This design comes from an exercise in tuning for small area, a short achievable clock period and few clock cycles per item on the open sky130 flow, not from production work.
Function was checked by simulation only, so behaviour that the tests miss may differ from the original.
Power figures rest on the tool's default switching activity, not on a simulated workload.

==> flow/design.v <==
package bffa_pkg;
  localparam int MAP_BITS  = 2048;
  localparam int WORD_BITS = 32;
  localparam int MAP_WORDS = MAP_BITS / WORD_BITS;
  localparam int ADDR_W    = $clog2(MAP_WORDS);
  localparam int BIT_W     = $clog2(WORD_BITS);
  localparam int FIELD_W   = 14;
  localparam int CODE_W    = 2;
  localparam logic [FIELD_W-1:0] COUNT_MAX = '1;
  localparam logic [FIELD_W-1:0] SIZE_MAX  = FIELD_W'(MAP_BITS);
  typedef enum logic [CODE_W-1:0] {
    CMD_ALLOC   = 2'd0,
    CMD_FREE    = 2'd1,
    CMD_PRELOAD = 2'd2,
    CMD_LOAD    = 2'd3
  } cmd_t;
  typedef enum logic [CODE_W-1:0] {
    STAT_OK    = 2'd0,
    STAT_FULL  = 2'd1,
    STAT_RANGE = 2'd2
  } status_t;
  typedef enum logic [1:0] {
    FSM_IDLE,
    FSM_SCAN,
    FSM_RMW,
    FSM_DONE
  } fsm_t;
  typedef struct packed {
    logic                 en;
    logic [ADDR_W-1:0]    addr;
    logic [WORD_BITS-1:0] data;
  } ram_wr_t;
endpackage
import bffa_pkg::*;
module bffa_ffz
(
  input  logic [WORD_BITS-1:0] word_i,
  output logic [WORD_BITS-1:0] onehot_o
);
  logic [WORD_BITS-1:0] below;
  always_comb begin
    logic [WORD_BITS-1:0] p;
    p = {word_i[WORD_BITS-2:0], 1'b1};
    for (int s = 1; s < WORD_BITS; s = s * 2) begin
      for (int i = WORD_BITS - 1; i >= s; i--) begin
        p[i] = p[i] & p[i-s];
      end
    end
    below = p;
  end
  assign onehot_o = below & ~word_i;
endmodule
import bffa_pkg::*;
module bffa_ram
(
  input  logic                 clk,
  input  logic [MAP_WORDS-1:0] rd_sel,
  output logic [WORD_BITS-1:0] rd_data,
  input  logic [MAP_WORDS-1:0] wr_sel,
  input  logic [WORD_BITS-1:0] wr_data,
  output logic [MAP_WORDS-1:0] full_o
);
  logic [WORD_BITS-1:0] mem [MAP_WORDS];
  logic [MAP_WORDS-1:0] full_r;
  logic                 wr_full;
  assign wr_full = &wr_data;
  always_ff @(posedge clk) begin
    for (int w = 0; w < MAP_WORDS; w++) begin
      if (wr_sel[w]) begin
        mem[w]    <= wr_data;
        full_r[w] <= wr_full;
      end
    end
  end
  always_comb begin
    rd_data = '0;
    for (int w = 0; w < MAP_WORDS; w++) begin
      rd_data = rd_data | (mem[w] & {WORD_BITS{rd_sel[w]}});
    end
  end
  assign full_o = full_r;
endmodule
import bffa_pkg::*;
module bitmap_first_fit_allocator_top
(
  input  logic        clk,
  input  logic        rst_n,
  input  logic        in_tvalid,
  output logic        in_tready,
  input  logic [31:0] in_tdata,    
  input  logic [1:0]  in_tuser,    
  output logic        out_tvalid,
  input  logic        out_tready,
  output logic [31:0] out_tdata,   
  output logic [1:0]  out_tuser,   
  input  logic        cfg_wr_en,
  input  logic [13:0] cfg_wr_data
);
  localparam int SZ_W  = ADDR_W + BIT_W + 1;    
  localparam int IDX_W = ADDR_W + BIT_W;        
  logic [SZ_W-1:0]      size_r;
  logic [FIELD_W-1:0]   cnt_r;
  logic                 c_valid_r;
  logic [CODE_W-1:0]    c_cmd_r;
  logic [IDX_W-1:0]     c_idx_r;       
  logic                 c_ok_r;        
  logic [FIELD_W-1:0]   c_cval_r;
  logic                 cw_v_r;
  logic [ADDR_W-1:0]    cw_r;
  logic [WORD_BITS-1:0] cwd_r;
  logic                 out_valid_r;
  logic [FIELD_W-1:0]   out_alloc_r;
  logic [CODE_W-1:0]    out_stat_r;
  logic [FIELD_W-1:0]   out_cnt_r;
  logic                 in_fire;
  logic                 exec;
  logic [FIELD_W-1:0]   in_number;
  logic [FIELD_W-1:0]   in_num_m1;
  logic                 is_alloc, is_free, is_pre, is_load;
  logic [ADDR_W-1:0]    n_word;
  logic [MAP_WORDS-1:0] wsn;
  logic [WORD_BITS-1:0] bsn;
  logic                 hit_cw;
  logic                 below_cw;
  logic [MAP_WORDS-1:0] full;
  logic [MAP_WORDS-1:0] nxt_cand;
  logic [MAP_WORDS-1:0] nxt;
  logic                 nxt_v;
  logic [ADDR_W-1:0]    nxt_idx;
  logic [MAP_WORDS-1:0] rd_sel;
  logic [WORD_BITS-1:0] rd_data;
  logic [MAP_WORDS-1:0] wr_sel;
  logic [ADDR_W-1:0]    wr_word;
  logic                 do_wr;
  logic [WORD_BITS-1:0] src;
  logic [WORD_BITS-1:0] set_m;
  logic [WORD_BITS-1:0] clr_m;
  logic [WORD_BITS-1:0] wr_data;
  logic                 wr_full;
  logic [WORD_BITS-1:0] bsa;
  logic [WORD_BITS-1:0] bsa_ok;
  logic [WORD_BITS-1:0] part_mask;
  logic                 cw_below, cw_at;
  logic                 alloc_ok;
  logic [BIT_W-1:0]     ba_enc_p1;
  logic [ADDR_W:0]      cw_p1;
  logic [FIELD_W-1:0]   alloc_num;
  logic [FIELD_W-1:0]   cnt_nxt;
  assign exec      = c_valid_r && (!out_valid_r || out_tready);
  assign in_tready = !c_valid_r || exec;
  assign in_fire   = in_tvalid && in_tready;
  assign in_number = in_tdata[FIELD_W-1:0];
  assign in_num_m1 = in_number - FIELD_W'(1);
  always_ff @(posedge clk) begin
    if (!rst_n) begin
      c_valid_r <= 1'b0;
    end else if (in_fire) begin
      c_valid_r <= 1'b1;
    end else if (exec) begin
      c_valid_r <= 1'b0;
    end
  end
  always_ff @(posedge clk) begin
    if (in_fire) begin
      c_cmd_r  <= in_tuser;
      c_idx_r  <= in_num_m1[IDX_W-1:0];
      c_ok_r   <= (in_number != '0) && (in_number <= FIELD_W'(size_r));
      c_cval_r <= in_tdata[2*FIELD_W-1:FIELD_W];
    end
  end
  assign is_alloc = (c_cmd_r == CMD_ALLOC);
  assign is_free  = (c_cmd_r == CMD_FREE);
  assign is_pre   = (c_cmd_r == CMD_PRELOAD);
  assign is_load  = (c_cmd_r == CMD_LOAD);
  assign n_word = c_idx_r[IDX_W-1:BIT_W];
  always_comb begin
    for (int w = 0; w < MAP_WORDS; w++) begin
      wsn[w] = (n_word == ADDR_W'(w));
    end
    for (int b = 0; b < WORD_BITS; b++) begin
      bsn[b] = (c_idx_r[BIT_W-1:0] == BIT_W'(b));
    end
  end
  assign hit_cw   = cw_v_r && (n_word == cw_r);
  assign below_cw = !cw_v_r || (n_word < cw_r);
  always_comb begin
    for (int w = 0; w < MAP_WORDS; w++) begin
      nxt_cand[w] = !full[w] && (ADDR_W'(w) != cw_r);
    end
  end
  always_comb begin
    logic [7:0] g_any;
    logic [7:0] g_first;
    logic       seen;
    for (int g = 0; g < 8; g++) begin
      g_any[g] = |nxt_cand[g*8 +: 8];
    end
    seen = 1'b0;
    for (int g = 0; g < 8; g++) begin
      g_first[g] = g_any[g] & ~seen;
      seen       = seen | g_any[g];
    end
    nxt_v = seen;
    for (int g = 0; g < 8; g++) begin
      logic s2;
      s2 = 1'b0;
      for (int i = 0; i < 8; i++) begin
        nxt[g*8+i] = g_first[g] & nxt_cand[g*8+i] & ~s2;
        s2         = s2 | nxt_cand[g*8+i];
      end
    end
  end
  always_comb begin
    nxt_idx = '0;
    for (int w = 0; w < MAP_WORDS; w++) begin
      if (nxt[w]) nxt_idx = nxt_idx | ADDR_W'(w);
    end
  end
  assign rd_sel = (is_alloc || hit_cw) ? nxt : wsn;
  always_comb begin
    if (!rst_n) begin
      wr_sel = '1;
    end else begin
      for (int w = 0; w < MAP_WORDS; w++) begin
        wr_sel[w] = do_wr && (wr_word == ADDR_W'(w));
      end
    end
  end
  bffa_ram u_ram (
    .clk     (clk),
    .rd_sel  (rd_sel),
    .rd_data (rd_data),
    .wr_sel  (wr_sel),
    .wr_data (wr_data),
    .full_o  (full)
  );
  bffa_ffz u_ffz (
    .word_i   (cwd_r),
    .onehot_o (bsa)
  );
  assign cw_below = cw_v_r && (SZ_W'(cw_r) <  (size_r >> BIT_W));
  assign cw_at    = cw_v_r && (SZ_W'(cw_r) == (size_r >> BIT_W));
  always_comb begin
    for (int b = 0; b < WORD_BITS; b++) begin
      part_mask[b] = (BIT_W'(b) < size_r[BIT_W-1:0]);
    end
  end
  assign bsa_ok   = bsa & ({WORD_BITS{cw_below}} | ({WORD_BITS{cw_at}} & part_mask));
  assign alloc_ok = |bsa_ok;
  always_comb begin
    ba_enc_p1 = '0;
    for (int b = 0; b < WORD_BITS; b++) begin
      if (bsa[b]) ba_enc_p1 = ba_enc_p1 | BIT_W'(b + 1);
    end
  end
  assign cw_p1     = {1'b0, cw_r} + (ADDR_W+1)'(1);
  assign alloc_num = bsa[WORD_BITS-1] ? FIELD_W'({cw_p1, {BIT_W{1'b0}}})
                                      : FIELD_W'({cw_r, ba_enc_p1});
  assign src   = (is_alloc || hit_cw) ? cwd_r : rd_data;
  assign set_m = is_alloc ? bsa_ok : (is_pre ? bsn : '0);
  assign clr_m = is_free ? bsn : '0;
  always_comb begin
    if (!rst_n) begin
      wr_data = '0;
    end else begin
      wr_data = (src & ~clr_m) | set_m;
    end
  end
  assign wr_full = &wr_data;
  assign wr_word = is_alloc ? cw_r : n_word;
  assign do_wr   = exec && (is_alloc ? alloc_ok : ((is_free || is_pre) && c_ok_r));
  always_ff @(posedge clk) begin
    if (!rst_n) begin
      cw_v_r <= 1'b1;
      cw_r   <= '0;
      cwd_r  <= '0;
    end else if (do_wr) begin
      if (is_alloc || hit_cw) begin
        if (wr_full) begin
          cw_v_r <= nxt_v;
          cw_r   <= nxt_idx;
          cwd_r  <= rd_data;
        end else begin
          cwd_r  <= wr_data;
        end
      end else if (is_free && below_cw) begin
        cw_v_r <= 1'b1;
        cw_r   <= n_word;
        cwd_r  <= wr_data;
      end
    end
  end
  always_comb begin
    cnt_nxt = cnt_r;
    if (is_load) begin
      cnt_nxt = c_cval_r;
    end else if (is_alloc) begin
      if (alloc_ok && cnt_r != '0) cnt_nxt = cnt_r - FIELD_W'(1);
    end else if (is_free) begin
      if (c_ok_r && cnt_r != COUNT_MAX) cnt_nxt = cnt_r + FIELD_W'(1);
    end
  end
  assign out_tvalid = out_valid_r;
  assign out_tdata  = {{(32 - 2*FIELD_W){1'b0}}, out_cnt_r, out_alloc_r};
  assign out_tuser  = out_stat_r;
  always_ff @(posedge clk) begin
    if (!rst_n) begin
      size_r      <= SZ_W'(MAP_BITS);
      cnt_r       <= '0;
      out_valid_r <= 1'b0;
    end else begin
      if (cfg_wr_en) begin
        size_r <= (cfg_wr_data > SIZE_MAX) ? SZ_W'(MAP_BITS) : SZ_W'(cfg_wr_data);
      end
      if (exec) begin
        cnt_r       <= cnt_nxt;
        out_valid_r <= 1'b1;
      end else if (out_tready) begin
        out_valid_r <= 1'b0;
      end
    end
  end
  always_ff @(posedge clk) begin
    if (exec) begin
      out_cnt_r <= cnt_nxt;
      if (is_alloc) begin
        out_alloc_r <= alloc_ok ? alloc_num : '0;
        out_stat_r  <= alloc_ok ? STAT_OK : STAT_FULL;
      end else begin
        out_alloc_r <= '0;
        out_stat_r  <= ((is_free || is_pre) && !c_ok_r) ? STAT_RANGE : STAT_OK;
      end
    end
  end
endmodule
==> flow/run.sh <==
#!/bin/bash
# synth_recipe.tcl (not shown) runs the flow's synth.tcl, then flattens the netlist and writes it again
# the make line also repeats each setting of config.mk as NAME=value (left out here)
make -C /OpenROAD-flow-scripts/flow DESIGN_CONFIG=/design/flow/config.mk WORK_HOME=/design/flow/orfs CLKGATE_MAP_FILE= SYNTH_SCRIPT=/design/flow/synth_recipe.tcl finish
==> flow/config.mk <==
export PLATFORM = sky130hd
export DESIGN_NAME = bitmap_first_fit_allocator_top
export DESIGN_NICKNAME = bitmap_first_fit_allocator_top
export VERILOG_FILES = /design/flow/design.v
export SDC_FILE = /design/flow/constraint.sdc
export NUM_CORES = 4
export LEC_CHECK = 0
export CAP_MARGIN = 20
export CORE_MARGIN = 2
export CORE_UTILIZATION = 30
export SLEW_MARGIN = 20
==> flow/constraint.sdc <==
create_clock -name core_clock -period 6.0 [get_ports {clk}]
set_input_delay 1.2000 -clock core_clock [delete_from_list [all_inputs] [get_ports {clk}]]
set_output_delay 1.2000 -clock core_clock [all_outputs]
set_load 0.01 [all_outputs]
==> flow_metrics.env, run 1 <==
export IMPL_place_ws_ps=-1938
export IMPL_clockBufferDepth=4
export IMPL_yosys_warnings=4
export IMPL_yosys_area_top_type="edfxtp_1"
export IMPL_dieHeight_um=592.6
export IMPL_syn_cell_area_um2=103900
export IMPL_haltStage="5_1_grt"
export IMPL_syn_area_per_cell_um2=12.85
export IMPL_error="[ERROR GRT-0116] Global routing finished with congestion. Check the congestion regions in the DRC Viewer."
export IMPL_place_gp_congestion=1.466
export IMPL_ys_types=103
export IMPL_async_flop_share_pct=0
export IMPL_dp_hpwl_mm=880.1
export IMPL_portBuffers=78
export IMPL_ys_seq_elements=2235
export IMPL_ys_top_cells_by_area="edfxtp_1, a22oi_1, nand2_1, a22o_1, nand4_1"
export IMPL_rows=216
export IMPL_synth_top_area_share_pct=62.65
export IMPL_cts_made_buffers=268
export IMPL_fp_dieW_um=592.6
export IMPL_grt_pass1_vias=142100
export IMPL_netlist_instances=8088
export IMPL_root_buffer="clkbuf_16"
export IMPL_grt_max_degree=93
export IMPL_grt_pass1_wl_mm=1719
export IMPL_synth_edff_count=2168
export IMPL_ys_flop_type="edfxtp_1"
export IMPL_cts_max_level=5
export IMPL_initial_utilization_pct=30.09
export IMPL_grt_overflow=2823
export IMPL_seq_area_frac_synth_pct=63.94
export IMPL_num_io_pins=89
export IMPL_hold_buffers=0
export IMPL_clock_sinks=2235
export IMPL_status="did not finish"
export IMPL_grt_use_total_pct=73.54
## layer usage
| layer | overflow | global-route usage (%) |
|---|---|---|
| met5 | 13 | 45.77 |
| met4 | 1000 | 69.50 |
| met3 | 93 | 68.14 |
| met2 | 1658 | 82.20 |
| met1 | 59 | 73.67 |
## worst max-delay path by stage
| stage | from | endpoint | slack (ps) | cells past startpoint |
|---|---|---|---|---|
| after floorplan | cwd_r[0]$_SDFFE_PN0P_ | u_ram.full_r[54]$_DFFE_PP_ | -760 | 15 |
| after global placement | cw_r[1]$_SDFFE_PN0P_ | cwd_r[14]$_SDFFE_PN0P_ | -2450 | 29 |
| after detailed placement | cw_r[1]$_SDFFE_PN0P_ | u_ram.full_r[22]$_DFFE_PP_ | -1940 | 24 |
| after CTS | cw_r[1]$_SDFFE_PN0P_ | cw_v_r$_SDFFE_PN1P_ | -520 | 28 |
## cells in the mapped netlist (35+ instances only)
| master | number |
|---|---|
| and2_1 | 85 |
| o211ai_1 | 51 |
| ha_1 | 35 |
| a31oi_1 | 52 |
| edfxtp_1 | 2168 |
| buf_1 | 49 |
| clkbuf_1 | 448 |
| o2111ai_1 | 66 |
| nand4_1 | 298 |
| nor2b_1 | 47 |
| and3_1 | 105 |
| nand3_1 | 348 |
| a2111oi_0 | 61 |
| a32o_1 | 55 |
| nor4_1 | 141 |
| a21oi_1 | 284 |
| a22oi_1 | 520 |
| mux2_2 | 40 |
| and4_1 | 61 |
| o21ai_0 | 308 |
| o22ai_1 | 52 |
| inv_1 | 59 |
| a222oi_1 | 163 |
| buf_2 | 75 |
| a221oi_1 | 169 |
| a211oi_1 | 132 |
| a32oi_1 | 109 |
| nor2_1 | 267 |
| a21o_1 | 58 |
| a22o_1 | 241 |
| nor3_1 | 193 |
| nand2_1 | 584 |
| dfxtp_1 | 67 |
| a221o_1 | 45 |
## repair_timing
action,4_1_cts
endpoints found under the setup margin,2163
pin swaps,105
gates cloned,18
resized for setup,401
setup buffers,119
## cell families after synthesis
kind of cell	count (synthesis)	share of synthesized area, %
XOR/XNOR	27	0.2276
other	1	0.003609
AO/OA/AOI/OAI	2614	19.02
buffers and inverters	653	2.533
flip-flops	2235	63.94
adder cells (fa/ha/maj)	35	0.4214
AND/OR/NAND/NOR	2454	13.13
multiplexers	69	0.7248
## metrics by stage
stage                     utilization, %  TNS (ps)  std cells  instance area, µm²
after global placement             41.46  -2050350      15400              143200
after detailed placement           41.49  -1685110      15410              143300
after floorplan                        -  -1326490       8093              104700
after CTS                          45.02   -126330      16020              155500
## power by group through the flow
stage          clock network, W  registers, W  logic (W)
4_1_cts                  0.0171        0.0208    0.00597
3_5_place_dp                  0        0.0211    0.00569
3_3_place_gp                  0        0.0211    0.00568
2_1_floorplan                 0        0.0198    0.00146
Testbench counts, summed over its fixed seeds: cycles 12,008, commands 12,000.
==> inputs of run 2 (changes only) <==
--- a/flow/config.mk
+++ b/flow/config.mk
@@ -9,3 +9,4 @@
 export CORE_MARGIN = 2
 export CORE_UTILIZATION = 30
 export SLEW_MARGIN = 20
+export SYNTH_HIERARCHICAL = 1
==> flow_metrics.env, run 2 <==
export IMPL_yosys_area_top_type="edfxtp_1"
export IMPL_finalPower_w=0.03594
export IMPL_reg_largest_list="u_ram.mem: 2048 flops, u_ram.full_r: 64 flops, cwd_r: 32 flops"
export IMPL_worstHoldPathCells=2
export IMPL_p_per_area_nw_per_um2=321.6
export IMPL_antenna_found_initial=16
export IMPL_dieHeight_um=543.9
export IMPL_relSlewSlack_pct=20.29
export IMPL_final_cells=10310
export IMPL_fin_skew_ps=75.19
export IMPL_grt_overflow=0
export IMPL_dpl_cell_area_um2=102000
export IMPL_place_gp_congestion=0.9810
export IMPL_initial_utilization_pct=30.09
export IMPL_mostFrequentLayoutCells="edfxtp_1, buf_4, a22o_1"
export IMPL_dp_hpwl_mm=196.7
export IMPL_grt_pass1_vias=54510
export IMPL_max_freq_mhz=161.4
export IMPL_ys_flop_type="edfxtp_1"
export IMPL_slowest_delay_ps=400
export IMPL_hold_slack_ps=498.4
export IMPL_endpoint_kind="register"
export IMPL_place_inst=9790
export IMPL_synth_edff_count=2168
export IMPL_drive_above_1_share_pct=27.21
export IMPL_ys_top_cells_by_area="edfxtp_1, a221oi_1, a22o_1, dfxtp_1, nand4_1"
export IMPL_root_buffer="clkbuf_16"
export IMPL_ys_top_cells_by_count="edfxtp_1, a221oi_1, a22o_1"
export IMPL_top_register="u_ram.mem"
export IMPL_wl_per_cell_um=28.46
export IMPL_period_share_pct=103.3
export IMPL_drt_pass1_iter_count=6
export IMPL_largest_register_ffs=2048
export IMPL_tritoncts="yes"
export IMPL_cp_required_ps=6700
export IMPL_crit_fanout=6
export IMPL_num_io_pins=89
export IMPL_ys_types=113
export IMPL_hold_violations=0
export IMPL_drcViolationCount=0
export IMPL_path_clk_slew_ps=60
export IMPL_netlist_instances=5266
export IMPL_fin_crit_ps=6195
export IMPL_design_die_area_um2=295800
export IMPL_ir_drop_mv=0.2911
export IMPL_start_kind="register"
export IMPL_area_growth_syn_to_layout_pct=27.80
export IMPL_drt_iter0_markers=6515
export IMPL_core_um2=290600
export IMPL_critPathSlowestCell="nor4_4"
export IMPL_fin_nets=6300
export IMPL_maxCapViolations=0
export IMPL_grtUsageMet2_pct=30.27
export IMPL_seq_area_frac_synth_pct=75.98
export IMPL_rows=198
export IMPL_portBuffers=78
export IMPL_grt_max_degree=66
export IMPL_timing_final_ws_setup_ps=-195.3
export IMPL_leakagePower_nw=38.76
export IMPL_clockBufferDepth=3
export IMPL_cts_made_buffers=218
export IMPL_synth_most_common_cell="edfxtp_1"
export IMPL_met1_usage_pct=25.12
export IMPL_ff2ff_path_depth=32
export IMPL_so_faults="setup timing"
export IMPL_clk_latency_ps=900
export IMPL_ys_seq_elements=2235
export IMPL_status="finished with violations"
export IMPL_fin_area_um2=111800
export IMPL_grt_pass1_wl_mm=405.9
export IMPL_tightest_slew_ps=1183
export IMPL_syn_area_per_cell_um2=16.61
export IMPL_clock_sinks=2235
export IMPL_worstHoldPathType="reg -> reg"
export IMPL_grt_use_total_pct=19.12
export IMPL_ant_nets=0
export IMPL_use_met3_pct=3.367
export IMPL_syn_cell_area_um2=87450
export IMPL_rsz0062_at_grt="true"
export IMPL_yosys_warnings=10
export IMPL_vias=56220
export IMPL_grt_busiest_layer="met2"
export IMPL_synth_top_area_share_pct=74.45
export IMPL_final_setup_viol_count=101
export IMPL_final_common_cell="edfxtp_1"
export IMPL_critical_path_class="reg -> reg"
export IMPL_wl_mm=293.3
export IMPL_fp_dieW_um=543.9
export IMPL_worst_path_most_repeated_cell="buf_6"
export IMPL_vias_per_cell=5.455
export IMPL_cts_max_level=4
export IMPL_async_flop_share_pct=0
export IMPL_slew_violations=0
export IMPL_critPathArrivalTime_ps=6890
## run 2: cell count changes after synthesis, moves of 130 or more
cell	change
a22o_1	+274
a221oi_1	+348
nand3_1	-286
a22oi_1	-514
nand2_1	-381
a21oi_1	-166
nor3_1	-144
clkbuf_1	-263
nand4_1	-130
a222oi_1	-162
## run 2: cells by family (layout without fill, tap and decap cells)
| group | count (synthesis) | after routing | share of synthesized area (%) |
|---|---|---|---|
| XOR/XNOR | 27 | 27 | 0.2704 |
| adder cells (fa/ha/maj) | 36 | 36 | 0.5122 |
| multiplexers | 33 | 33 | 0.3849 |
| AND/OR/NAND/NOR | 913 | 913 | 5.811 |
| AO/OA/AOI/OAI | 1629 | 1630 | 14.66 |
| other | 1 | 14 | 0.004288 |
| buffers and inverters | 392 | 1518 | 2.378 |
| flip-flops | 2235 | 2235 | 75.98 |
## run 2: layer usage
| metal | wire, µm | up-vias |
|---|---|---|
| met5 | 43 | - |
| met4 | 16650 | 6 |
| met1 | 118700 | 29090 |
| met3 | 22380 | 490 |
| met2 | 135500 | 2470 |
| li1 | - | 24160 |
## run 2: repair_timing
action,CTS,global route
gates cloned,6,11
hold buffers,0,0
setup endpoints to repair,1538,996
resized for setup,183,123
pin swaps,66,63
buffers inserted,57,34
## run 2: cell type report
class	count	area, µm²
Antenna cell	8	20.02
Multi-Input combinational cell	2645	21980
Inverter	63	270.3
Sequential cell	2235	66460
Fill cell	26370	178800
Timing Repair Buffer	1049	10950
Clock inverter	155	1592
Tap cell	3900	4880
Clock buffer	251	5600
## run 2: final timing paths
path	startpoint	end	slack [ps]
max	cw_r[1]$_SDFFE_PN0P_	cwd_r[6]$_SDFFE_PN0P_	-200
min	cwd_r[3]$_SDFFE_PN0P_	cwd_r[3]$_SDFFE_PN0P_	500
max reg2reg	cw_r[1]$_SDFFE_PN0P_	cwd_r[6]$_SDFFE_PN0P_	-200
min reg2reg	cwd_r[3]$_SDFFE_PN0P_	cwd_r[3]$_SDFFE_PN0P_	500
## run 2: report_power, final
| part | internal, W | switching [W] |
|---|---|---|
| clock | 0.00779 | 0.00596 |
| combinational | 0.000862 | 0.00199 |
| sequential | 0.0189 | 0.000433 |
| total | 0.0276 | 0.00838 |
## run 2: through the flow
stage          worst slack, ps  TNS, ps  utilization (%)
4_1_cts                 -138.7    -8525            38.09
3_3_place_gp            -683.5  -266000            35.09
6_report                -195.3   -13060            38.46
2_1_floorplan            2.277        0                -
5_1_grt                 -327.2   -27320            38.45
3_5_place_dp            -640.3  -297420            35.09
## run 2: per-module statistics from Yosys, one instance, submodules excluded
module	cells	cell area (µm²)	copies in the design
bitmap_first_fit_allocator_top	1695	12260	1
bffa_ram	3499	74680	1
bffa_ffz	72	501.7	1
## run 2: worst max-delay path: cells and delay by family, from the launching register on
| kind | cells | cell delay [ps] |
|---|---|---|
| DFF | 1 | 380 |
| AOI/OAI and AO/OA | 8 | 1080 |
| and+or+nand+nor | 13 | 2970 |
| buffers and inverters | 10 | 1320 |
| adders and majority gates | 1 | 180 |
==> inputs of run 3 (changes only) <==
--- a/flow/design.v
+++ b/flow/design.v
@@ -50,6 +50,47 @@
   end
   assign onehot_o = below & ~word_i;
 endmodule
+module bffa_pri
+(
+  input  logic [MAP_WORDS-1:0] vec_i,
+  output logic                 any_o,
+  output logic [ADDR_W-1:0]    idx_o
+);
+  localparam int G = 8;
+  localparam int NG = MAP_WORDS / G;
+  logic [NG-1:0]   g_any;
+  logic [NG-1:0]   g_first;
+  logic [G-1:0]    lo_first [NG];
+  logic [2:0]      lo_idx [NG];
+  always_comb begin
+    logic seen;
+    for (int g = 0; g < NG; g++) begin
+      g_any[g] = |vec_i[g*G +: G];
+    end
+    seen = 1'b0;
+    for (int g = 0; g < NG; g++) begin
+      g_first[g] = g_any[g] & ~seen;
+      seen       = seen | g_any[g];
+    end
+    any_o = seen;
+    for (int g = 0; g < NG; g++) begin
+      logic s2;
+      s2 = 1'b0;
+      for (int i = 0; i < G; i++) begin
+        lo_first[g][i] = vec_i[g*G+i] & ~s2;
+        s2             = s2 | vec_i[g*G+i];
+      end
+      lo_idx[g] = '0;
+      for (int i = 0; i < G; i++) begin
+        if (lo_first[g][i]) lo_idx[g] = lo_idx[g] | 3'(i);
+      end
+    end
+    idx_o = '0;
+    for (int g = 0; g < NG; g++) begin
+      if (g_first[g]) idx_o = idx_o | {3'(g), lo_idx[g]};
+    end
+  end
+endmodule
 import bffa_pkg::*;
 module bffa_ram
 (
@@ -108,6 +149,8 @@
   logic                 cw_v_r;
   logic [ADDR_W-1:0]    cw_r;
   logic [WORD_BITS-1:0] cwd_r;
+  logic                 nx_v_r;
+  logic [ADDR_W-1:0]    nx_r;
   logic                 out_valid_r;
   logic [FIELD_W-1:0]   out_alloc_r;
   logic [CODE_W-1:0]    out_stat_r;
@@ -118,15 +161,15 @@
   logic [FIELD_W-1:0]   in_num_m1;
   logic                 is_alloc, is_free, is_pre, is_load;
   logic [ADDR_W-1:0]    n_word;
-  logic [MAP_WORDS-1:0] wsn;
   logic [WORD_BITS-1:0] bsn;
-  logic                 hit_cw;
-  logic                 below_cw;
+  logic                 hit_cw, hit_nx;
+  logic                 below_cw, below_nx;
   logic [MAP_WORDS-1:0] full;
-  logic [MAP_WORDS-1:0] nxt_cand;
-  logic [MAP_WORDS-1:0] nxt;
-  logic                 nxt_v;
-  logic [ADDR_W-1:0]    nxt_idx;
+  logic [MAP_WORDS-1:0] after_nx;
+  logic                 nx2_v;
+  logic [ADDR_W-1:0]    nx2;
+  logic                 use_nx;
+  logic [ADDR_W-1:0]    rd_word;
   logic [MAP_WORDS-1:0] rd_sel;
   logic [WORD_BITS-1:0] rd_data;
   logic [MAP_WORDS-1:0] wr_sel;
@@ -174,56 +217,31 @@
   assign is_load  = (c_cmd_r == CMD_LOAD);
   assign n_word = c_idx_r[IDX_W-1:BIT_W];
   always_comb begin
-    for (int w = 0; w < MAP_WORDS; w++) begin
-      wsn[w] = (n_word == ADDR_W'(w));
-    end
     for (int b = 0; b < WORD_BITS; b++) begin
       bsn[b] = (c_idx_r[BIT_W-1:0] == BIT_W'(b));
     end
   end
   assign hit_cw   = cw_v_r && (n_word == cw_r);
-  assign below_cw = !cw_v_r || (n_word < cw_r);
+  assign hit_nx   = nx_v_r && (n_word == nx_r);
+  assign below_cw = n_word < cw_r;
+  assign below_nx = n_word < nx_r;
   always_comb begin
     for (int w = 0; w < MAP_WORDS; w++) begin
-      nxt_cand[w] = !full[w] && (ADDR_W'(w) != cw_r);
-    end
-  end
-  always_comb begin
-    logic [7:0] g_any;
-    logic [7:0] g_first;
-    logic       seen;
-    for (int g = 0; g < 8; g++) begin
-      g_any[g] = |nxt_cand[g*8 +: 8];
-    end
-    seen = 1'b0;
-    for (int g = 0; g < 8; g++) begin
-      g_first[g] = g_any[g] & ~seen;
-      seen       = seen | g_any[g];
-    end
-    nxt_v = seen;
-    for (int g = 0; g < 8; g++) begin
-      logic s2;
-      s2 = 1'b0;
-      for (int i = 0; i < 8; i++) begin
-        nxt[g*8+i] = g_first[g] & nxt_cand[g*8+i] & ~s2;
-        s2         = s2 | nxt_cand[g*8+i];
-      end
+      after_nx[w] = !full[w] && (ADDR_W'(w) > nx_r);
     end
   end
+  bffa_pri u_pri (
+    .vec_i (after_nx),
+    .any_o (nx2_v),
+    .idx_o (nx2)
+  );
+  assign use_nx  = is_alloc || hit_cw;
+  assign rd_word = use_nx ? nx_r : n_word;
+  assign wr_word = is_alloc ? cw_r : n_word;
   always_comb begin
-    nxt_idx = '0;
     for (int w = 0; w < MAP_WORDS; w++) begin
-      if (nxt[w]) nxt_idx = nxt_idx | ADDR_W'(w);
-    end
-  end
-  assign rd_sel = (is_alloc || hit_cw) ? nxt : wsn;
-  always_comb begin
-    if (!rst_n) begin
-      wr_sel = '1;
-    end else begin
-      for (int w = 0; w < MAP_WORDS; w++) begin
-        wr_sel[w] = do_wr && (wr_word == ADDR_W'(w));
-      end
+      rd_sel[w] = (rd_word == ADDR_W'(w));
+      wr_sel[w] = !rst_n || (do_wr && (wr_word == ADDR_W'(w)));
     end
   end
   bffa_ram u_ram (
@@ -256,7 +274,7 @@
   assign cw_p1     = {1'b0, cw_r} + (ADDR_W+1)'(1);
   assign alloc_num = bsa[WORD_BITS-1] ? FIELD_W'({cw_p1, {BIT_W{1'b0}}})
                                       : FIELD_W'({cw_r, ba_enc_p1});
-  assign src   = (is_alloc || hit_cw) ? cwd_r : rd_data;
+  assign src   = use_nx ? cwd_r : rd_data;
   assign set_m = is_alloc ? bsa_ok : (is_pre ? bsn : '0);
   assign clr_m = is_free ? bsn : '0;
   always_comb begin
@@ -267,26 +285,44 @@
     end
   end
   assign wr_full = &wr_data;
-  assign wr_word = is_alloc ? cw_r : n_word;
   assign do_wr   = exec && (is_alloc ? alloc_ok : ((is_free || is_pre) && c_ok_r));
   always_ff @(posedge clk) begin
     if (!rst_n) begin
       cw_v_r <= 1'b1;
       cw_r   <= '0;
       cwd_r  <= '0;
+      nx_v_r <= 1'b1;
+      nx_r   <= ADDR_W'(1);
     end else if (do_wr) begin
-      if (is_alloc || hit_cw) begin
+      if (use_nx) begin
         if (wr_full) begin
-          cw_v_r <= nxt_v;
-          cw_r   <= nxt_idx;
+          cw_v_r <= nx_v_r;
+          cw_r   <= nx_r;
           cwd_r  <= rd_data;
+          nx_v_r <= nx_v_r && nx2_v;
+          nx_r   <= nx2;
         end else begin
           cwd_r  <= wr_data;
         end
-      end else if (is_free && below_cw) begin
-        cw_v_r <= 1'b1;
-        cw_r   <= n_word;
-        cwd_r  <= wr_data;
+      end else if (is_pre) begin
+        if (hit_nx && wr_full) begin
+          nx_v_r <= nx2_v;
+          nx_r   <= nx2;
+        end
+      end else if (is_free) begin
+        if (!cw_v_r) begin
+          cw_v_r <= 1'b1;
+          cw_r   <= n_word;
+          cwd_r  <= wr_data;
+        end else if (below_cw) begin
+          cw_r   <= n_word;
+          cwd_r  <= wr_data;
+          nx_v_r <= 1'b1;
+          nx_r   <= cw_r;
+        end else if (!nx_v_r || below_nx) begin
+          nx_v_r <= 1'b1;
+          nx_r   <= n_word;
+        end
       end
     end
   end
==> flow_metrics.env, run 3 <==
export IMPL_slew_violations=0
export IMPL_fp_dieW_um=543.6
export IMPL_r2r_start="c_idx_r[10]$_DFFE_PP_"
export IMPL_status="finished with violations"
export IMPL_drive_above_1_share_pct=24.96
export IMPL_max_freq_mhz=165.4
export IMPL_drt_iter0_markers=7695
export IMPL_period_share_pct=100.8
export IMPL_grt_use_total_pct=18.74
export IMPL_rsz0062_at_grt="true"
export IMPL_cts_made_buffers=224
export IMPL_drcViolationCount=0
export IMPL_vias=56400
export IMPL_relSlewSlack_pct=24.21
export IMPL_area_growth_syn_to_layout_pct=26.54
export IMPL_clk_latency_ps=900
export IMPL_path_clk_slew_ps=60
export IMPL_initial_utilization_pct=30.08
export IMPL_wl_met3_mm=26.52
export IMPL_hold_end="cwd_r[2]$_SDFFE_PN0P_"
export IMPL_fin_crit_ps=6048
export IMPL_worstHoldPathType="reg -> reg"
export IMPL_wl_per_cell_um=28.07
export IMPL_finish_utilization_pct=38.07
export IMPL_r2r_end="cw_r[0]$_SDFFE_PN0P_"
export IMPL_maxCapViolations=0
export IMPL_clockBufferDepth=3
export IMPL_timing_final_ws_setup_ps=-47.51
export IMPL_reg_largest_list="u_ram.mem: 2048 flops, u_ram.full_r: 63 flops, cwd_r: 32 flops"
export IMPL_ir_drop_mv=0.2808
export IMPL_dieHeight_um=543.6
export IMPL_worst_path_most_repeated_cell="buf_4"
export IMPL_portBuffers=78
export IMPL_largest_register_ffs=2048
export IMPL_critical_path_class="reg -> reg"
export IMPL_final_common_cell="edfxtp_1"
export IMPL_top_register="u_ram.mem"
export IMPL_hold_violations=0
export IMPL_design_die_area_um2=295500
export IMPL_dpl_cell_area_um2=101200
export IMPL_cts_max_level=4
export IMPL_so_faults="setup timing"
export IMPL_crit_fanout=12
export IMPL_final_setup_viol_count=6
export IMPL_ant_nets=0
export IMPL_grt_overflow=0
export IMPL_wl_met2_mm=129.6
export IMPL_place_gp_congestion=0.9927
export IMPL_tritoncts="yes"
export IMPL_wl_mm=287.0
export IMPL_start_kind="register"
export IMPL_r2r_slack_ps=-50
export IMPL_root_buffer="clkbuf_16"
export IMPL_syn_cell_area_um2=87350
export IMPL_yosys_warnings=13
export IMPL_syn_area_per_cell_um2=16.46
export IMPL_clock_sinks=2241
export IMPL_finalPower_w=0.03672
export IMPL_final_cells=10230
export IMPL_grt_max_degree=69
export IMPL_hold_buffers=0
export IMPL_core_um2=290300
export IMPL_antenna_found_initial=23
export IMPL_grt_pass1_wl_mm=400.7
export IMPL_p_per_area_nw_per_um2=332.2
export IMPL_endpoint_kind="register"
export IMPL_leakagePower_nw=38.17
export IMPL_routed_top_layer="met5"
export IMPL_drt_pass1_iter_count=5
export IMPL_critPathArrivalTime_ps=6800
export IMPL_tightest_slew_ps=1125
export IMPL_place_inst=9761
export IMPL_mostFrequentLayoutCells="edfxtp_1, buf_4, a22o_1"
export IMPL_fin_area_um2=110500
export IMPL_netlist_instances=5308
export IMPL_critPathSlowestCell="or4_4"
export IMPL_ff2ff_path_depth=29
export IMPL_num_io_pins=89
export IMPL_worstHoldPathCells=2
export IMPL_fin_skew_ps=100.0
export IMPL_rows=198
export IMPL_hp_start="cwd_r[2]$_SDFFE_PN0P_"
export IMPL_drt_met1_wl_mm=118.3
export IMPL_fillers=26760
export IMPL_grt_pass1_vias=54350
export IMPL_fin_nets=6218
export IMPL_dp_hpwl_mm=187.0
export IMPL_slowest_delay_ps=620
export IMPL_cp_required_ps=6750
export IMPL_place_ws_ps=-968.8
export IMPL_vias_per_cell=5.516
[run 3: through the flow]
stage,TNS [ps],hold slack (ps)
floorplan,0,449.5
global placement,-266270,495.7
detailed placement,-299960,501.3
CTS,-34.72,510.8
global route,-1121,548.5
finish,-194.4,507.0
[run 3: report_power, final]
part,leakage (nW),switching (W),total [W],internal (W)
registers,22.8,0.000451,0.0195,0.0190
logic,11.8,0.00217,0.00311,0.000943
clock network,3.61,0.00617,0.0141,0.00797
[run 3: per-layer routing]
layer | up-vias | global-route usage [%]
met5 | - | 0
met2 | 2879 | 29.10
met1 | 29010 | 25.70
met4 | 12 | 7.435
met3 | 482 | 3.717
li1 | 24020 | -
[run 3: worst max path at each step]
stage                                from                    endpoint
CTS                  c_idx_r[6]$_DFFE_PP_        cw_r[2]$_SDFFE_PN0P_
global route        c_idx_r[10]$_DFFE_PP_        cw_r[2]$_SDFFE_PN0P_
detailed placement  c_idx_r[10]$_DFFE_PP_        cw_r[2]$_SDFFE_PN0P_
global placement    c_idx_r[10]$_DFFE_PP_        cw_r[3]$_SDFFE_PN0P_
floorplan           c_idx_r[10]$_DFFE_PP_  u_ram.full_r[10]$_DFFE_PP_
finish              c_idx_r[10]$_DFFE_PP_        cw_r[0]$_SDFFE_PN0P_
[run 3: final cells by class]
class / instances / area [µm²] / area share (%)
clock inverter: 156 / 1674 / 1.515
tap: 3900 / 4880 / 4.415
multi-input combinational: 2668 / 21330 / 19.30
sequential: 2241 / 66550 / 60.22
timing repair buffer: 912 / 9990 / 9.038
antenna: 7 / 17.52 / 0.01585
clock buffer: 262 / 5779 / 5.229
inverter: 79 / 302.8 / 0.2740
[run 3: worst max-delay path: cells and delay by family (launching register included)]
family / cells / cell delay (ps)
adders and majority gates: 1 / 290
DFF: 1 / 430
and+or+nand+nor: 8 / 2030
buffers and inverters: 11 / 1830
AOI/OAI and AO/OA: 9 / 1290
[run 3: timing repair]
item | 4_1_cts | 5_1_grt
buffers inserted | 12 | 25
endpoints found under the setup margin | 1383 | 672
pin swaps | 30 | 79
gates resized for setup | 90 | 194
cloned | 4 | 3
Testbench counts of run 3, summed over its fixed seeds: cycles 12,008, commands 12,000.
==> inputs of run 4 (changes only) <==
--- a/flow/design.v
+++ b/flow/design.v
@@ -113,11 +113,19 @@
       end
     end
   end
+  logic [WORD_BITS-1:0] rd_l1 [MAP_WORDS/4];
+  logic [WORD_BITS-1:0] rd_l2 [MAP_WORDS/16];
   always_comb begin
-    rd_data = '0;
-    for (int w = 0; w < MAP_WORDS; w++) begin
-      rd_data = rd_data | (mem[w] & {WORD_BITS{rd_sel[w]}});
+    for (int k = 0; k < MAP_WORDS / 4; k++) begin
+      rd_l1[k] = (mem[4*k]   & {WORD_BITS{rd_sel[4*k]}})
+               | (mem[4*k+1] & {WORD_BITS{rd_sel[4*k+1]}})
+               | (mem[4*k+2] & {WORD_BITS{rd_sel[4*k+2]}})
+               | (mem[4*k+3] & {WORD_BITS{rd_sel[4*k+3]}});
+    end
+    for (int k = 0; k < MAP_WORDS / 16; k++) begin
+      rd_l2[k] = rd_l1[4*k] | rd_l1[4*k+1] | rd_l1[4*k+2] | rd_l1[4*k+3];
     end
+    rd_data = rd_l2[0] | rd_l2[1] | rd_l2[2] | rd_l2[3];
   end
   assign full_o = full_r;
 endmodule
@@ -142,15 +150,18 @@
   logic [SZ_W-1:0]      size_r;
   logic [FIELD_W-1:0]   cnt_r;
   logic                 c_valid_r;
-  logic [CODE_W-1:0]    c_cmd_r;
+  logic                 c_alloc_r, c_free_r, c_pre_r, c_load_r;
   logic [IDX_W-1:0]     c_idx_r;       
   logic                 c_ok_r;        
   logic [FIELD_W-1:0]   c_cval_r;
+  logic [MAP_WORDS-1:0] c_wsel_r;      
   logic                 cw_v_r;
   logic [ADDR_W-1:0]    cw_r;
   logic [WORD_BITS-1:0] cwd_r;
   logic                 nx_v_r;
   logic [ADDR_W-1:0]    nx_r;
+  logic                 stale_r;       
+  logic                 rd_nx_r;       
   logic                 out_valid_r;
   logic [FIELD_W-1:0]   out_alloc_r;
   logic [CODE_W-1:0]    out_stat_r;
@@ -169,11 +180,10 @@
   logic                 nx2_v;
   logic [ADDR_W-1:0]    nx2;
   logic                 use_nx;
-  logic [ADDR_W-1:0]    rd_word;
+  logic                 fill_a, fill_p;
   logic [MAP_WORDS-1:0] rd_sel;
   logic [WORD_BITS-1:0] rd_data;
   logic [MAP_WORDS-1:0] wr_sel;
-  logic [ADDR_W-1:0]    wr_word;
   logic                 do_wr;
   logic [WORD_BITS-1:0] src;
   logic [WORD_BITS-1:0] set_m;
@@ -189,7 +199,7 @@
   logic [ADDR_W:0]      cw_p1;
   logic [FIELD_W-1:0]   alloc_num;
   logic [FIELD_W-1:0]   cnt_nxt;
-  assign exec      = c_valid_r && (!out_valid_r || out_tready);
+  assign exec      = c_valid_r && !stale_r && (!out_valid_r || out_tready);
   assign in_tready = !c_valid_r || exec;
   assign in_fire   = in_tvalid && in_tready;
   assign in_number = in_tdata[FIELD_W-1:0];
@@ -205,16 +215,22 @@
   end
   always_ff @(posedge clk) begin
     if (in_fire) begin
-      c_cmd_r  <= in_tuser;
+      c_alloc_r <= (in_tuser == CMD_ALLOC);
+      c_free_r  <= (in_tuser == CMD_FREE);
+      c_pre_r   <= (in_tuser == CMD_PRELOAD);
+      c_load_r  <= (in_tuser == CMD_LOAD);
       c_idx_r  <= in_num_m1[IDX_W-1:0];
       c_ok_r   <= (in_number != '0) && (in_number <= FIELD_W'(size_r));
       c_cval_r <= in_tdata[2*FIELD_W-1:FIELD_W];
+      for (int w = 0; w < MAP_WORDS; w++) begin
+        c_wsel_r[w] <= (in_num_m1[IDX_W-1:BIT_W] == ADDR_W'(w));
+      end
     end
   end
-  assign is_alloc = (c_cmd_r == CMD_ALLOC);
-  assign is_free  = (c_cmd_r == CMD_FREE);
-  assign is_pre   = (c_cmd_r == CMD_PRELOAD);
-  assign is_load  = (c_cmd_r == CMD_LOAD);
+  assign is_alloc = c_alloc_r;
+  assign is_free  = c_free_r;
+  assign is_pre   = c_pre_r;
+  assign is_load  = c_load_r;
   assign n_word = c_idx_r[IDX_W-1:BIT_W];
   always_comb begin
     for (int b = 0; b < WORD_BITS; b++) begin
@@ -235,13 +251,11 @@
     .any_o (nx2_v),
     .idx_o (nx2)
   );
-  assign use_nx  = is_alloc || hit_cw;
-  assign rd_word = use_nx ? nx_r : n_word;
-  assign wr_word = is_alloc ? cw_r : n_word;
+  assign use_nx = rd_nx_r;
   always_comb begin
     for (int w = 0; w < MAP_WORDS; w++) begin
-      rd_sel[w] = (rd_word == ADDR_W'(w));
-      wr_sel[w] = !rst_n || (do_wr && (wr_word == ADDR_W'(w)));
+      rd_sel[w] = use_nx ? (nx_r == ADDR_W'(w)) : c_wsel_r[w];
+      wr_sel[w] = !rst_n || (do_wr && (is_alloc ? (cw_r == ADDR_W'(w)) : c_wsel_r[w]));
     end
   end
   bffa_ram u_ram (
@@ -274,7 +288,7 @@
   assign cw_p1     = {1'b0, cw_r} + (ADDR_W+1)'(1);
   assign alloc_num = bsa[WORD_BITS-1] ? FIELD_W'({cw_p1, {BIT_W{1'b0}}})
                                       : FIELD_W'({cw_r, ba_enc_p1});
-  assign src   = use_nx ? cwd_r : rd_data;
+  assign src   = is_alloc ? cwd_r : rd_data;
   assign set_m = is_alloc ? bsa_ok : (is_pre ? bsn : '0);
   assign clr_m = is_free ? bsn : '0;
   always_comb begin
@@ -285,17 +299,27 @@
     end
   end
   assign wr_full = &wr_data;
-  assign do_wr   = exec && (is_alloc ? alloc_ok : ((is_free || is_pre) && c_ok_r));
+  assign fill_a  = &(cwd_r | bsa);
+  assign fill_p  = &(cwd_r | bsn);
+  assign do_wr   = exec && (is_alloc ? cw_v_r : ((is_free || is_pre) && c_ok_r));
   always_ff @(posedge clk) begin
     if (!rst_n) begin
-      cw_v_r <= 1'b1;
-      cw_r   <= '0;
-      cwd_r  <= '0;
-      nx_v_r <= 1'b1;
-      nx_r   <= ADDR_W'(1);
+      cw_v_r  <= 1'b1;
+      cw_r    <= '0;
+      cwd_r   <= '0;
+      nx_v_r  <= 1'b1;
+      nx_r    <= ADDR_W'(1);
+      stale_r <= 1'b0;
+    end else if (stale_r) begin
+      cw_v_r  <= nx_v_r;
+      cw_r    <= nx_r;
+      cwd_r   <= rd_data;
+      nx_v_r  <= nx_v_r && nx2_v;
+      nx_r    <= nx2;
+      stale_r <= 1'b0;
     end else if (do_wr) begin
-      if (use_nx) begin
-        if (wr_full) begin
+      if (is_alloc) begin
+        if (fill_a && alloc_ok) begin
           cw_v_r <= nx_v_r;
           cw_r   <= nx_r;
           cwd_r  <= rd_data;
@@ -304,6 +328,12 @@
         end else begin
           cwd_r  <= wr_data;
         end
+      end else if (hit_cw) begin
+        if (is_pre && fill_p) begin
+          stale_r <= 1'b1;
+        end else begin
+          cwd_r   <= wr_data;
+        end
       end else if (is_pre) begin
         if (hit_nx && wr_full) begin
           nx_v_r <= nx2_v;
@@ -326,6 +356,14 @@
       end
     end
   end
+  always_ff @(posedge clk) begin
+    if (!rst_n) begin
+      rd_nx_r <= 1'b0;
+    end else begin
+      rd_nx_r <= (!stale_r && do_wr && !is_alloc && hit_cw && is_pre && fill_p)
+              || (in_fire ? (in_tuser == CMD_ALLOC) : c_alloc_r);
+    end
+  end
   always_comb begin
     cnt_nxt = cnt_r;
     if (is_load) begin
--- a/flow/config.mk
+++ b/flow/config.mk
@@ -7,6 +7,7 @@
 export LEC_CHECK = 0
 export CAP_MARGIN = 20
 export CORE_MARGIN = 2
-export CORE_UTILIZATION = 30
+export CORE_UTILIZATION = 50
+export SETUP_SLACK_MARGIN = 1.5
 export SLEW_MARGIN = 20
 export SYNTH_HIERARCHICAL = 1
==> flow_metrics.env, run 4 <==
export IMPL_status="no timing/DRC/antenna violations"
export IMPL_final_common_cell="edfxtp_1"
export IMPL_leakagePower_nw=39.39
export IMPL_reg_largest_list="u_ram.mem: 2048 flops, c_wsel_r: 64 flops, u_ram.full_r: 63 flops"
export IMPL_maxCapViolations=0
export IMPL_slowest_delay_ps=660
export IMPL_vias=61530
export IMPL_rows=156
export IMPL_core_um2=181100
export IMPL_tritoncts="yes"
export IMPL_final_setup_viol_count=0
export IMPL_path_clk_slew_ps=70
export IMPL_cp_required_ps=6580
export IMPL_drcViolationCount=0
export IMPL_syn_cell_area_um2=91280
export IMPL_fin_crit_ps=4920
export IMPL_hold_buffers=0
export IMPL_grt_pass1_wl_mm=456.6
export IMPL_drt_pass1_iter_count=6
export IMPL_cts_made_buffers=227
export IMPL_cp_top_family="buffers and inverters"
export IMPL_rsz0062_at_grt="true"
export IMPL_yosys_warnings=15
export IMPL_num_io_pins=89
export IMPL_relSlewSlack_pct=8.175
export IMPL_clk_latency_ps=920
export IMPL_portBuffers=78
export IMPL_largest_register_ffs=2048
export IMPL_ant_nets=0
export IMPL_fin_nets=6565
export IMPL_critPathArrivalTime_ps=5500
export IMPL_grt_pass1_vias=58030
export IMPL_critPathSlowestCell="or4_4"
export IMPL_grt_use_total_pct=35.13
export IMPL_wl_mm=332.8
export IMPL_dieHeight_um=431.3
export IMPL_clockBufferDepth=3
export IMPL_drive_above_1_share_pct=25.37
export IMPL_fp_dieW_um=431.3
export IMPL_worst_path_most_repeated_cell="buf_12"
export IMPL_place_gp_congestion=1.038
export IMPL_finalPower_w=0.03881
export IMPL_cts_max_level=4
export IMPL_worstHoldPathType="reg -> reg"
export IMPL_hold_slack_ps=457.5
export IMPL_drt_iter0_markers=8299
export IMPL_max_freq_mhz=203.2
export IMPL_clock_sinks=2309
export IMPL_ir_drop_mv=0.3126
export IMPL_fin_skew_ps=118.1
export IMPL_top_register="u_ram.mem"
export IMPL_dp_hpwl_mm=208.0
export IMPL_initial_utilization_pct=50.39
export IMPL_vias_per_cell=6.804
export IMPL_setup_tns_ps=0
export IMPL_path_buf_inv=13
export IMPL_mostFrequentLayoutCells="edfxtp_1, buf_4, a22o_1"
export IMPL_grt_max_degree=66
export IMPL_endpoint_kind="register"
export IMPL_antenna_found_initial=19
export IMPL_wl_per_cell_um=36.80
export IMPL_period_share_pct=82.00
export IMPL_p_per_area_nw_per_um2=342.1
export IMPL_root_buffer="clkbuf_16"
export IMPL_slew_violations=0
export IMPL_crit_fanout=8
export IMPL_critical_path_class="reg -> reg"
export IMPL_area_growth_syn_to_layout_pct=24.28
export IMPL_start_kind="register"
export IMPL_tightest_slew_ps=1367
export IMPL_syn_area_per_cell_um2=16.11
export IMPL_grt_overflow=0
export IMPL_hold_violations=0
export IMPL_netlist_instances=5666
export IMPL_design_die_area_um2=186000
[run 4: changes by cell type in the layout (fill, tap and decap cells not counted), sizes merged, moves of 18 or more]
cell	change
a211oi	-22
a22oi	+60
clkbuf	+32
edfxtp	+65
inv	+47
nand3	+18
nand4	+19
o22ai	+68
[run 4: power by group]
part / switching, W / total (W) / internal, W / leakage, nW
Combinational: 0.00321 / 0.00490 / 0.00169 / 12.8
Sequential: 0.000490 / 0.0200 / 0.0195 / 23.0
Clock: 0.00624 / 0.0139 / 0.00770 / 3.53
[run 4: final timing paths]
kind / start / depth (start not counted) / slack [ps] / to
min reg2reg: cwd_r[20]$_SDFFE_PN0P_ / 2 / 460 / cwd_r[20]$_SDFFE_PN0P_
max: rd_nx_r$_SDFF_PN0_ / 27 / 1080 / u_ram.full_r[32]$_DFFE_PP_
min: cwd_r[20]$_SDFFE_PN0P_ / 2 / 460 / cwd_r[20]$_SDFFE_PN0P_
max reg2reg: rd_nx_r$_SDFF_PN0_ / 27 / 1080 / u_ram.full_r[32]$_DFFE_PP_
[run 4: area by class of cell]
| type | count | area [µm²] |
|---|---|---|
| multi-input combinational | 2874 | 23980 |
| clock buffer | 286 | 5942 |
| fill | 13250 | 67700 |
| inverter | 136 | 543.0 |
| antenna | 4 | 10.01 |
| timing repair buffer | 927 | 10040 |
| tap | 2370 | 2965 |
| clock inverter | 137 | 1360 |
| sequential | 2309 | 68590 |
[run 4: tightest hold or removal path: stages, from the launching register on]
cell and delay (ps):
dfxtp_1 310, nand2_1 50, a21oi_1 50
[run 4: metal layers]
layer	wire (µm)	part of all wire [%]	GRT usage [%]	vias up
li1	-	-	-	25500
met2	149600	45	53.78	3609
met4	20120	6.0	17.21	14
met3	35760	11	8.378	708
met5	93	0.028	0	-
met1	127300	38	47.43	31700
[run 4: per-stage QoR]
step | cell area (µm²) | cells | setup slack [ps] | util, %
2_1_floorplan | 91870 | 5674 | 1119 | -
3_3_place_gp | 100300 | 8315 | 359.0 | 55.36
3_5_place_dp | 100300 | 8317 | 350.2 | 55.38
4_1_cts | 112100 | 8984 | 1229 | 61.89
5_1_grt | 113400 | 9040 | 1059 | 62.62
6_report | 113400 | 9043 | 1080 | 62.63
[run 4: timing repair]
item                                     CTS  global route
pin swaps                                 95            71
setup buffers                            218            41
gates cloned                              26            12
gates resized for setup                  382           137
endpoints found under the setup margin  2158          1543
endpoints found under the hold margin      0             0
Testbench counts of run 4, summed over its fixed seeds: cycles 12,008, commands 12,000.
==> inputs of run 5 (changes only) <==
--- a/flow/design.v
+++ b/flow/design.v
@@ -99,17 +99,19 @@
   output logic [WORD_BITS-1:0] rd_data,
   input  logic [MAP_WORDS-1:0] wr_sel,
   input  logic [WORD_BITS-1:0] wr_data,
+  input  logic [MAP_WORDS-1:0] full_sel,
+  input  logic                 full_d,
   output logic [MAP_WORDS-1:0] full_o
 );
   logic [WORD_BITS-1:0] mem [MAP_WORDS];
   logic [MAP_WORDS-1:0] full_r;
-  logic                 wr_full;
-  assign wr_full = &wr_data;
   always_ff @(posedge clk) begin
     for (int w = 0; w < MAP_WORDS; w++) begin
       if (wr_sel[w]) begin
-        mem[w]    <= wr_data;
-        full_r[w] <= wr_full;
+        mem[w] <= wr_data;
+      end
+      if (full_sel[w]) begin
+        full_r[w] <= full_d;
       end
     end
   end
@@ -154,14 +156,12 @@
   logic [IDX_W-1:0]     c_idx_r;       
   logic                 c_ok_r;        
   logic [FIELD_W-1:0]   c_cval_r;
-  logic [MAP_WORDS-1:0] c_wsel_r;      
+  logic [MAP_WORDS-1:0] rd_sel_r;      
   logic                 cw_v_r;
   logic [ADDR_W-1:0]    cw_r;
   logic [WORD_BITS-1:0] cwd_r;
   logic                 nx_v_r;
   logic [ADDR_W-1:0]    nx_r;
-  logic                 stale_r;       
-  logic                 rd_nx_r;       
   logic                 out_valid_r;
   logic [FIELD_W-1:0]   out_alloc_r;
   logic [CODE_W-1:0]    out_stat_r;
@@ -173,15 +173,22 @@
   logic                 is_alloc, is_free, is_pre, is_load;
   logic [ADDR_W-1:0]    n_word;
   logic [WORD_BITS-1:0] bsn;
-  logic                 hit_cw, hit_nx;
+  logic                 hit_cw;
   logic                 below_cw, below_nx;
   logic [MAP_WORDS-1:0] full;
   logic [MAP_WORDS-1:0] after_nx;
   logic                 nx2_v;
   logic [ADDR_W-1:0]    nx2;
   logic                 use_nx;
-  logic                 fill_a, fill_p;
+  logic                 fill_a;
+  logic                 bubble;
+  logic [MAP_WORDS-1:0] cw_dec;
+  logic [MAP_WORDS-1:0] full_sel;
+  logic                 full_d;
   logic [MAP_WORDS-1:0] rd_sel;
+  logic                 cw_v_n, nx_v_n;
+  logic [ADDR_W-1:0]    cw_n, nx_n;
+  logic [WORD_BITS-1:0] cwd_n;
   logic [WORD_BITS-1:0] rd_data;
   logic [MAP_WORDS-1:0] wr_sel;
   logic                 do_wr;
@@ -189,7 +196,6 @@
   logic [WORD_BITS-1:0] set_m;
   logic [WORD_BITS-1:0] clr_m;
   logic [WORD_BITS-1:0] wr_data;
-  logic                 wr_full;
   logic [WORD_BITS-1:0] bsa;
   logic [WORD_BITS-1:0] bsa_ok;
   logic [WORD_BITS-1:0] part_mask;
@@ -199,7 +205,8 @@
   logic [ADDR_W:0]      cw_p1;
   logic [FIELD_W-1:0]   alloc_num;
   logic [FIELD_W-1:0]   cnt_nxt;
-  assign exec      = c_valid_r && !stale_r && (!out_valid_r || out_tready);
+  assign bubble    = c_valid_r && c_alloc_r && cw_v_r && (&cwd_r);
+  assign exec      = c_valid_r && !bubble && (!out_valid_r || out_tready);
   assign in_tready = !c_valid_r || exec;
   assign in_fire   = in_tvalid && in_tready;
   assign in_number = in_tdata[FIELD_W-1:0];
@@ -222,9 +229,6 @@
       c_idx_r  <= in_num_m1[IDX_W-1:0];
       c_ok_r   <= (in_number != '0) && (in_number <= FIELD_W'(size_r));
       c_cval_r <= in_tdata[2*FIELD_W-1:FIELD_W];
-      for (int w = 0; w < MAP_WORDS; w++) begin
-        c_wsel_r[w] <= (in_num_m1[IDX_W-1:BIT_W] == ADDR_W'(w));
-      end
     end
   end
   assign is_alloc = c_alloc_r;
@@ -238,7 +242,6 @@
     end
   end
   assign hit_cw   = cw_v_r && (n_word == cw_r);
-  assign hit_nx   = nx_v_r && (n_word == nx_r);
   assign below_cw = n_word < cw_r;
   assign below_nx = n_word < nx_r;
   always_comb begin
@@ -251,19 +254,25 @@
     .any_o (nx2_v),
     .idx_o (nx2)
   );
-  assign use_nx = rd_nx_r;
+  assign use_nx = is_alloc;
   always_comb begin
     for (int w = 0; w < MAP_WORDS; w++) begin
-      rd_sel[w] = use_nx ? (nx_r == ADDR_W'(w)) : c_wsel_r[w];
-      wr_sel[w] = !rst_n || (do_wr && (is_alloc ? (cw_r == ADDR_W'(w)) : c_wsel_r[w]));
+      cw_dec[w]   = (cw_r == ADDR_W'(w));
+      rd_sel[w]   = rd_sel_r[w];
+      wr_sel[w]   = !rst_n || (do_wr && (is_alloc ? cw_dec[w] : rd_sel_r[w]));
+      full_sel[w] = !rst_n || (is_alloc ? cw_dec[w] && (bubble || (do_wr && alloc_ok && fill_a))
+                                        : rd_sel_r[w] && exec && is_free && c_ok_r);
     end
   end
+  assign full_d = rst_n && !is_free;
   bffa_ram u_ram (
     .clk     (clk),
     .rd_sel  (rd_sel),
     .rd_data (rd_data),
     .wr_sel  (wr_sel),
     .wr_data (wr_data),
+    .full_sel(full_sel),
+    .full_d  (full_d),
     .full_o  (full)
   );
   bffa_ffz u_ffz (
@@ -298,70 +307,60 @@
       wr_data = (src & ~clr_m) | set_m;
     end
   end
-  assign wr_full = &wr_data;
   assign fill_a  = &(cwd_r | bsa);
-  assign fill_p  = &(cwd_r | bsn);
   assign do_wr   = exec && (is_alloc ? cw_v_r : ((is_free || is_pre) && c_ok_r));
-  always_ff @(posedge clk) begin
+  always_comb begin
+    cw_v_n = cw_v_r;
+    cw_n   = cw_r;
+    cwd_n  = cwd_r;
+    nx_v_n = nx_v_r;
+    nx_n   = nx_r;
     if (!rst_n) begin
-      cw_v_r  <= 1'b1;
-      cw_r    <= '0;
-      cwd_r   <= '0;
-      nx_v_r  <= 1'b1;
-      nx_r    <= ADDR_W'(1);
-      stale_r <= 1'b0;
-    end else if (stale_r) begin
-      cw_v_r  <= nx_v_r;
-      cw_r    <= nx_r;
-      cwd_r   <= rd_data;
-      nx_v_r  <= nx_v_r && nx2_v;
-      nx_r    <= nx2;
-      stale_r <= 1'b0;
+      cw_v_n = 1'b1;
+      cw_n   = '0;
+      cwd_n  = '0;
+      nx_v_n = 1'b1;
+      nx_n   = ADDR_W'(1);
+    end else if (bubble || (do_wr && is_alloc && alloc_ok && fill_a)) begin
+      cw_v_n = nx_v_r;
+      cw_n   = nx_r;
+      cwd_n  = rd_data;
+      nx_v_n = nx_v_r && nx2_v;
+      nx_n   = nx2;
     end else if (do_wr) begin
-      if (is_alloc) begin
-        if (fill_a && alloc_ok) begin
-          cw_v_r <= nx_v_r;
-          cw_r   <= nx_r;
-          cwd_r  <= rd_data;
-          nx_v_r <= nx_v_r && nx2_v;
-          nx_r   <= nx2;
-        end else begin
-          cwd_r  <= wr_data;
-        end
-      end else if (hit_cw) begin
-        if (is_pre && fill_p) begin
-          stale_r <= 1'b1;
-        end else begin
-          cwd_r   <= wr_data;
-        end
-      end else if (is_pre) begin
-        if (hit_nx && wr_full) begin
-          nx_v_r <= nx2_v;
-          nx_r   <= nx2;
-        end
+      if (is_alloc || hit_cw) begin
+        cwd_n  = wr_data;
       end else if (is_free) begin
         if (!cw_v_r) begin
-          cw_v_r <= 1'b1;
-          cw_r   <= n_word;
-          cwd_r  <= wr_data;
+          cw_v_n = 1'b1;
+          cw_n   = n_word;
+          cwd_n  = wr_data;
         end else if (below_cw) begin
-          cw_r   <= n_word;
-          cwd_r  <= wr_data;
-          nx_v_r <= 1'b1;
-          nx_r   <= cw_r;
+          cw_n   = n_word;
+          cwd_n  = wr_data;
+          nx_v_n = 1'b1;
+          nx_n   = cw_r;
         end else if (!nx_v_r || below_nx) begin
-          nx_v_r <= 1'b1;
-          nx_r   <= n_word;
+          nx_v_n = 1'b1;
+          nx_n   = n_word;
         end
       end
     end
   end
   always_ff @(posedge clk) begin
-    if (!rst_n) begin
-      rd_nx_r <= 1'b0;
-    end else begin
-      rd_nx_r <= (!stale_r && do_wr && !is_alloc && hit_cw && is_pre && fill_p)
-              || (in_fire ? (in_tuser == CMD_ALLOC) : c_alloc_r);
+    cw_v_r <= cw_v_n;
+    cw_r   <= cw_n;
+    cwd_r  <= cwd_n;
+    nx_v_r <= nx_v_n;
+    nx_r   <= nx_n;
+  end
+  always_ff @(posedge clk) begin
+    for (int w = 0; w < MAP_WORDS; w++) begin
+      if (in_fire ? (in_tuser == CMD_ALLOC) : c_alloc_r) begin
+        rd_sel_r[w] <= (nx_n == ADDR_W'(w));
+      end else if (in_fire) begin
+        rd_sel_r[w] <= (in_num_m1[IDX_W-1:BIT_W] == ADDR_W'(w));
+      end
     end
   end
   always_comb begin
--- a/flow/config.mk
+++ b/flow/config.mk
@@ -8,6 +8,6 @@
 export CAP_MARGIN = 20
 export CORE_MARGIN = 2
 export CORE_UTILIZATION = 50
-export SETUP_SLACK_MARGIN = 1.5
+export SETUP_SLACK_MARGIN = 2.0
 export SLEW_MARGIN = 20
 export SYNTH_HIERARCHICAL = 1
==> flow_metrics.env, run 5 <==
export IMPL_reg_largest_list="u_ram.mem: 2048 flops, rd_sel_r: 64 flops, u_ram.full_r: 63 flops"
export IMPL_syn_cell_area_um2=90820
export IMPL_grt_pass1_wl_mm=421.9
export IMPL_largest_register_ffs=2048
export IMPL_maxCapViolations=0
export IMPL_cp_required_ps=6560
export IMPL_wl_mm=309.6
export IMPL_rows=156
export IMPL_hold_violations=0
export IMPL_root_buffer="clkbuf_16"
export IMPL_critPathArrivalTime_ps=4720
export IMPL_syn_area_per_cell_um2=16.09
export IMPL_wl_per_cell_um=35.22
export IMPL_dieHeight_um=430.2
export IMPL_clk_latency_ps=880
export IMPL_clockBufferDepth=3
export IMPL_met1_usage_pct=46.18
export IMPL_clock_sinks=2307
export IMPL_area_growth_syn_to_layout_pct=20.42
export IMPL_grt_busiest_layer="met2"
export IMPL_top_register="u_ram.mem"
export IMPL_grt_overflow=0
export IMPL_drt_iter0_markers=8727
export IMPL_netlist_instances=5643
export IMPL_mostFrequentLayoutCells="edfxtp_1, a22o_1, buf_4"
export IMPL_crit_fanout=16
export IMPL_start_kind="register"
export IMPL_drcViolationCount=0
export IMPL_ant_nets=0
export IMPL_grt_use_total_pct=32.19
export IMPL_slew_violations=0
export IMPL_worstHoldPathType="reg -> reg"
export IMPL_path_clk_slew_ps=60
export IMPL_rsz0062_at_grt="true"
export IMPL_tightest_slew_ps=1192
export IMPL_vias=59820
export IMPL_fp_dieW_um=430.2
export IMPL_critical_path_class="reg -> reg"
export IMPL_fin_crit_ps=4161
export IMPL_antenna_found_initial=11
export IMPL_grtUsageMet2_pct=47.83
export IMPL_tritoncts="yes"
export IMPL_num_io_pins=89
export IMPL_setup_tns_ps=0
export IMPL_final_common_cell="edfxtp_1"
export IMPL_drt_pass1_iter_count=9
export IMPL_period_share_pct=69.35
export IMPL_grt_max_degree=69
export IMPL_place_inst=8071
export IMPL_drive_above_1_share_pct=22.26
export IMPL_design_die_area_um2=185100
export IMPL_initial_utilization_pct=50.30
export IMPL_final_setup_viol_count=0
export IMPL_place_gp_congestion=0.9808
export IMPL_core_um2=180500
export IMPL_ir_drop_mv=0.3237
export IMPL_fillers=13360
export IMPL_final_cells=8789
export IMPL_max_freq_mhz=240.3
export IMPL_dp_hpwl_mm=190.9
export IMPL_p_per_area_nw_per_um2=356.5
export IMPL_use_met3_pct=6.322
export IMPL_status="no timing/DRC/antenna violations"
export IMPL_cts_max_level=4
export IMPL_vias_per_cell=6.806
export IMPL_portBuffers=78
export IMPL_leakagePower_nw=37.29
export IMPL_relSlewSlack_pct=20.54
export IMPL_fin_nets=6311
export IMPL_yosys_warnings=15
export IMPL_grt_pass1_vias=55310
export IMPL_cts_made_buffers=225
export IMPL_fin_skew_ps=79.69
export IMPL_hold_buffers=0
export IMPL_endpoint_kind="register"
-- run 5: per-stage QoR --
stage	setup slack, ps	total power (W)	util [%]	hold WS (ps)	area, µm²
floorplan	1024	0.02251	-	488.3	90850
global placement	1016	0.02454	53.46	542.9	96520
detailed placement	1061	0.02467	53.52	535.9	96630
CTS	1887	0.03869	58.98	537.2	106500
global route	1773	0.04002	60.57	564.0	109400
finish	1839	0.03899	60.57	541.0	109400
-- run 5: worst max-delay path: stages, from the launching register on --
cell      delay (ps)
edfxtp_1         510
buf_6            180
buf_12           140
buf_4            130
buf_4            130
a22o_1           190
a221oi_1         220
nand4_1          620
or4_4            760
mux2i_1          180
a21oi_1           80
a21oi_2          190
a21oi_4          180
buf_4            300
-- run 5: worst paths after layout --
check	cells past startpoint	endpoint	startpoint	slack [ps]
setup / recovery	13	u_ram.mem[53][29]$_DFFE_PP_	rd_sel_r[31]$_DFFE_PP_	1840
hold / removal	2	cwd_r[0]$_SDFFE_PN0P_	cwd_r[0]$_SDFFE_PN0P_	540
hold reg to reg	2	cwd_r[0]$_SDFFE_PN0P_	cwd_r[0]$_SDFFE_PN0P_	540
setup reg to reg	13	u_ram.mem[53][29]$_DFFE_PP_	rd_sel_r[31]$_DFFE_PP_	1840
-- run 5: power breakdown --
| part | switching [W] | total [W] | internal, W |
|---|---|---|---|
| Sequential | 0.000531 | 0.0200 | 0.0195 |
| Combinational | 0.00345 | 0.00509 | 0.00164 |
| Clock | 0.00615 | 0.0139 | 0.00772 |
-- run 5: metal layers --
layer | vias to the layer above | wire length [µm]
met1 | 30690 | 122400
li1 | 24810 | -
met3 | 676 | 34100
met4 | 4 | 17010
met2 | 3648 | 136000
met5 | - | 21
-- run 5: final cells by class --
type	instances	area, µm²	share of cell area [%]
Sequential cell	2307	68620	62.75
Multi-Input combinational cell	2928	23420	21.42
Timing Repair Buffer	687	6850	6.264
Clock buffer	279	5897	5.392
Tap cell	2370	2965	2.711
Clock inverter	142	1306	1.194
Inverter	73	292.8	0.2677
Antenna cell	3	7.507	0.006864
-- run 5: timing repair --
action                                   CTS  global route
endpoints found under the setup margin  2571          1359
gates cloned                              13            23
resized for setup                        279           340
hold endpoints to repair                   0             0
buffers inserted                         140           117
pin swaps                                 95           134
Testbench counts of run 5, summed over its fixed seeds: cycles 12,008, commands 12,000.

Setup slack of run 5, layout unchanged: 1.839 ns with ideal ports, 1.839 ns with driving cells assumed (clock clkbuf_16, inputs buf_2), 1.212 ns with port delays also shifted by the 0.932 ns mid clock arrival.
